This is an optimization exercise on Yosys and OpenROAD, whose aim is small area, a short achievable clock period and few clock cycles per item, not a production implementation.
Function was checked by simulation only, so behaviour that the tests miss may differ from the original.

==> v29 <==
## asin_top
module asin_top
(
    input  logic        clock,
    input  logic        i_rst,
    input  logic        i_valid,
    output logic        o_ready,
    input  logic [31:0] i_x,
    output logic        o_valid,
    input  logic        i_ready,
    output logic [31:0] o_asin
);
clock: 27.0 ns
lec_check: 0
abc_area: 1
cap_margin: 20
core_margin: 2
core_utilization: 65
cts_cluster_diameter: 120
cts_cluster_size: 24
place_density: 0.75
slew_margin: 20
synth_hierarchical: 1
synth_minimum_keep_size: 0
standard.sh (not shown) runs the stock make flow with config.mk's settings and CLKGATE_MAP_FILE= SYNTH_SCRIPT=/design/flow/synth_recipe.tcl, a recipe that flattens the netlist after the stock synthesis.
==> flow/flow/run.sh <==
#!/bin/bash
# The standard layout (the standard.sh, which also runs the standard
# synthesis), with two changes to how it is made:
#  - the timing repair after floorplan, CTS and global routing is asked to
#    leave setup slack well beyond what the clock needs (flow/margin.txt, ns),
#    so the layout runs faster than the constraint requires;
#  - the port buffers are sky130_fd_sc_hd__buf_2 rather than the delay
#    buffer buffer_ports picks on its own.
# The clock period and every constraint stay the design's own.
# The full make output goes to standard_flow.log here; ORFS keeps each
# tool's log under orfs/logs.
set -euo pipefail
MARGIN=$(cat flow/margin.txt)
bash standard.sh SETUP_SLACK_MARGIN="$MARGIN" \
    BUFFER_PORTS_ARGS="-buffer_cell sky130_fd_sc_hd__buf_2" finish > standard_flow.log 2>&1
==> flow/flow/margin.txt <==
20.6
==> inputs of v4, as changes to v29 <==
--- a/flow/design.v
+++ b/flow/design.v
@@ -2406,16 +2406,28 @@
     logic        skid_h;
     logic [31:0] skid_x;
     logic        head_mode;
     logic        accept;
     logic        r_free;
     logic        deliver;
     logic        recirc;
     logic        head_mode_d;
+    logic [7:0]  es0;
+    logic [7:0]  es1;
+    logic [23:0] s_sml;
+    logic        s_top;
+    always_comb
+    begin
+        es0 = al6[7:0];
+        es1 = al6[7:0] + 8'd1;
+        s_sml = al6[17] ? {1'b1, q6[22:0]} : {1'b1, c6[22:0]};
+        s_sml = al6[16] ? 24'd0 : s_sml >> al6[12:8];
+        s_top = add24(al6[17] ? {1'b1, c6[22:0]} : {1'b1, q6[22:0]}, s_sml, 1'b0) >> 24;
+    end
     logic [24:0] m3sum;
     logic [24:0] m5sum;
     assign m3sum   = add24(m3x, m3y, m3c);
     assign m5sum   = add24(m5x, m5y, m5c);
     logic [23:0] d3_q;
     logic [1:0]  d3_r;
     logic [23:0] d5_q;
     logic [2:0]  d5_r;
@@ -2490,13 +2502,13 @@
         t5  <= fmul3(fnorm(m5s, m5e, ~m5sum[23:0], m5z));
         x6  <= x5;
         c6  <= c5;
         q6  <= q6_d;
         al6 <= falign_z(c5[30:0] == '0, q6_d[30:0] == '0, c5[30:23], fdiv40_exp(t5));
         za6 <= c5[30:0] == '0;
         x7  <= x6;
         s7  <= s7_d;
-        al7 <= falign_z(x6[30:0] == '0, s7_d[30:0] == '0, x6[30:23], s7_d[30:23]);
+        al7 <= falign_z(x6[30:0] == '0, s7_d[30:0] == '0, x6[30:23], s_top ? es1 : es0);
         za7 <= x6[30:0] == '0;
         o_asin <= o_asin_d;
     end
 endmodule
CAP_MARGIN = 10   (was 20)
CORE_UTILIZATION = 60   (was 65)
CTS_BUF_LIST = sky130_fd_sc_hd__clkbuf_8   (was default)
CTS_CLUSTER_DIAMETER = default   (was 120)
CTS_CLUSTER_SIZE = default   (was 24)
PLACE_DENSITY = 0.7   (was 0.75)
SLEW_MARGIN = 10   (was 20)
==> comparison table <==
|  | v4 | v29 |
|---|---|---|
| Outcome | timing/DRC/antenna clean | timing/DRC/antenna clean |
| Endpoint of the worst register-to-register path | o_asin[0]$_DFF_P_ | al7[0]$_DFF_P_ |
| Logic depth of the worst register-to-register path | 28 | 40 |
| Worst clock skew | 0.04550 ns | 0.04227 ns |
| DR vias/cell | 5.673 | 5.832 |
| Clock buffers and inverters, area share | 3.725% | 1.496% |
| Crit path DAT | 1.30 ns | 1.10 ns |
| Area enclosed by the die boundary | 122600 um^2 | 113100 um^2 |
| Crit Reg-Reg Startpoint | al7[8]$_SDFF_PP0_ | al6[17]$_SDFF_PP0_ |
| GR Util met3 | 8.631% | 8.397% |
| Total Routing Usage GR | 32.91% | 35.10% |
| Syn Inst Count | 8454 | 8436 |
| Mapped cell area | 71900 um^2 | 71780 um^2 |
| Global placement routability congestion | 0.9173 | 0.9380 |
| Seq area share | 20.57% | 21.07% |
| Final period util | 24.80% | 24.06% |
| Placed standard-cell area | 73080 um^2 | 72840 um^2 |
| Count of clock buffers in the final design | 158 | 41 |
Testbench counts of v29, summed over its fixed seeds: cycles 4,872, items 4,800.
Testbench counts of v4, summed over its fixed seeds: cycles 4,872, items 4,800.

========
==> v37 <==
Another version of the RTL of asin_top (not shown whole).
==> flow/config.mk <==
export PLATFORM = sky130hd
export DESIGN_NAME = asin_top
export DESIGN_NICKNAME = asin_top
export VERILOG_FILES = /design/flow/design.v
export SDC_FILE = /design/flow/constraint.sdc
export NUM_CORES = 4
export LEC_CHECK = 0
export ABC_AREA = 1
export CAP_MARGIN = 20
export CORE_MARGIN = 2
export CORE_UTILIZATION = 55
export PLACE_DENSITY = 0.65
export SLEW_MARGIN = 20
export SYNTH_HIERARCHICAL = 1
export SYNTH_MINIMUM_KEEP_SIZE = 0
==> flow/constraint.sdc <==
create_clock -name core_clock -period 27.0 [get_ports {clock}]
set_input_delay 5.4000 -clock core_clock [delete_from_list [all_inputs] [get_ports {clock}]]
set_output_delay 5.4000 -clock core_clock [all_outputs]
set_load 0.01 [all_outputs]
==> flow/flow/margin.txt <==
20.2
Scripts as last shown in full above: flow/flow/run.sh
==> v34: changes against v37 <==
--- a/flow/design.v
+++ b/flow/design.v
@@ -2332,24 +2332,14 @@
     div5_step u_st20 (.i_r(rc[65:63]), .i_b(i_n[20]), .o_r(rc[62:60]), .o_q(o_q[20]));
     div5_step u_st21 (.i_r(rc[68:66]), .i_b(i_n[21]), .o_r(rc[65:63]), .o_q(o_q[21]));
     div5_step u_st22 (.i_r(rc[71:69]), .i_b(i_n[22]), .o_r(rc[68:66]), .o_q(o_q[22]));
     div5_step u_st23 (.i_r(3'd0), .i_b(i_n[23]), .o_r(rc[71:69]), .o_q(o_q[23]));
     assign o_r = rc[2:0];
 endmodule
 `timescale 1ns/1ps
-module hold_mux32
-(
-    input  logic        i_sel,
-    input  logic [31:0] i_a,
-    input  logic [31:0] i_b,
-    output logic [31:0] o_y
-);
-    assign o_y = i_sel ? i_a : i_b;
-endmodule
-`timescale 1ns/1ps
 module asin_top
 (
     input  logic        clock,
     input  logic        i_rst,
     input  logic        i_valid,
     output logic        o_ready,
     input  logic [31:0] i_x,
@@ -2578,16 +2568,14 @@
     assign m5sum   = add24(m5x, m5y, m5c);
     logic [23:0] d3_q;
     logic [1:0]  d3_r;
     logic [23:0] d5_q;
     logic [2:0]  d5_r;
     div3_24 u_d3 (.i_n({1'b1, cu3[22:0]}), .o_q(d3_q), .o_r(d3_r));
     div5_24 u_d5 (.i_n({1'b1, t5[22:0]}), .o_q(d5_q), .o_r(d5_r));
-    logic [31:0] o_asin_d;
-    hold_mux32 u_hold (.i_sel(deliver), .i_a(res), .i_b(o_asin), .o_y(o_asin_d));
     assign accept  = i_valid && o_ready;
     assign sq_top  = {1'b1, x0[22:0]} >= 24'd11863284;
     assign res     = fadd_al(x7, s7, al7);
     assign r_free  = !o_valid || i_ready;
     assign deliver = v[L-1] && r_free && (!head_mode || h[L-1]);
     assign recirc  = v[L-1] && !deliver;
     always_comb
@@ -2650,10 +2638,11 @@
         x6  <= x5;
         c6  <= c5;
         q6  <= fdiv40(t5, {d5_r, d5_q});
         al6 <= falign(c5[30:23], fdiv40_exp(t5));
         x7  <= x6;
         s7  <= fadd_al(c6, q6, al6);
         al7 <= s_top ? falign(x6[30:23], es1) : falign(x6[30:23], es0);
-        o_asin <= o_asin_d;
+        if (deliver)
+            o_asin <= res;
     end
 endmodule
==> run_results.csv <==
group,metric,value,unit
global_route,grt_pass1_vias,62500,
critical_path,crit_path_start,"o_asin[26]$_DFFE_PP_",
global_route,grt_pass1_wl,335,mm
floorplan,die_w,373,um
status,outcome,"finished clean",
floorplan,die_y,373,um
cells_and_area,multi_input_area,0.0523,mm^2
the above is filed under v34

==> run_results.csv <==
group,metric,value,unit
critical_path,crit_path_start,"o_asin[5]$_DFF_P_",
cells_and_area,multi_input_area,0.0528,mm^2
floorplan,die_w,374,um
status,outcome,"finished clean",
global_route,grt_pass1_vias,62576,
the above is filed under v37

Testbench counts of v37, summed over its fixed seeds: cycles 4,872, items 4,800.
Testbench counts of v34, summed over its fixed seeds: cycles 4,872, items 4,800.

[port drivers added, routing unchanged]
The flow's constraints put no driver on any port. The routed layouts listed below were extracted and timed again, unchanged, in two steps. Step 1: set_driving_cell puts a clkbuf_16 on clock and a buf_2 on each other input, an assumption about the parent block. Step 2 moves the port delays by t, midway between the first and last clock arrival at a register: inputs arrive t later, outputs are due t later. That takes back most of the time a late clock gives input paths. a / b / c = ideal ports / drivers / drivers and shift; a / b = the first two.
| run | t, ns | setup slack, ns | worst setup path after step 2 | slew at the worst register clock pin (ns) | worst slew at a driven data input, ns |
|---|---|---|---|---|---|
| v29 | 0.686 | 20.505 / 20.433 / 20.230 | input to register | 0.10 / 0.10 | 0.04 |
| v4 | 0.895 | 20.303 / 20.231 / 19.942 | input to register | 0.07 / 0.07 | 0.03 |
| v37 | 0.755 | 20.356 / 20.283 / 20.424 | input to register | 0.07 / 0.07 | 0.03 |
| v34 | 0.766 | 20.269 / 20.198 / 20.338 | input to register | 0.07 / 0.07 | 0.03 |
After both steps setup and hold are still met in every run listed. For v4, which loses most, drivers alone change the setup slack by -0.072 ns; drivers and shift together by -0.361 ns.
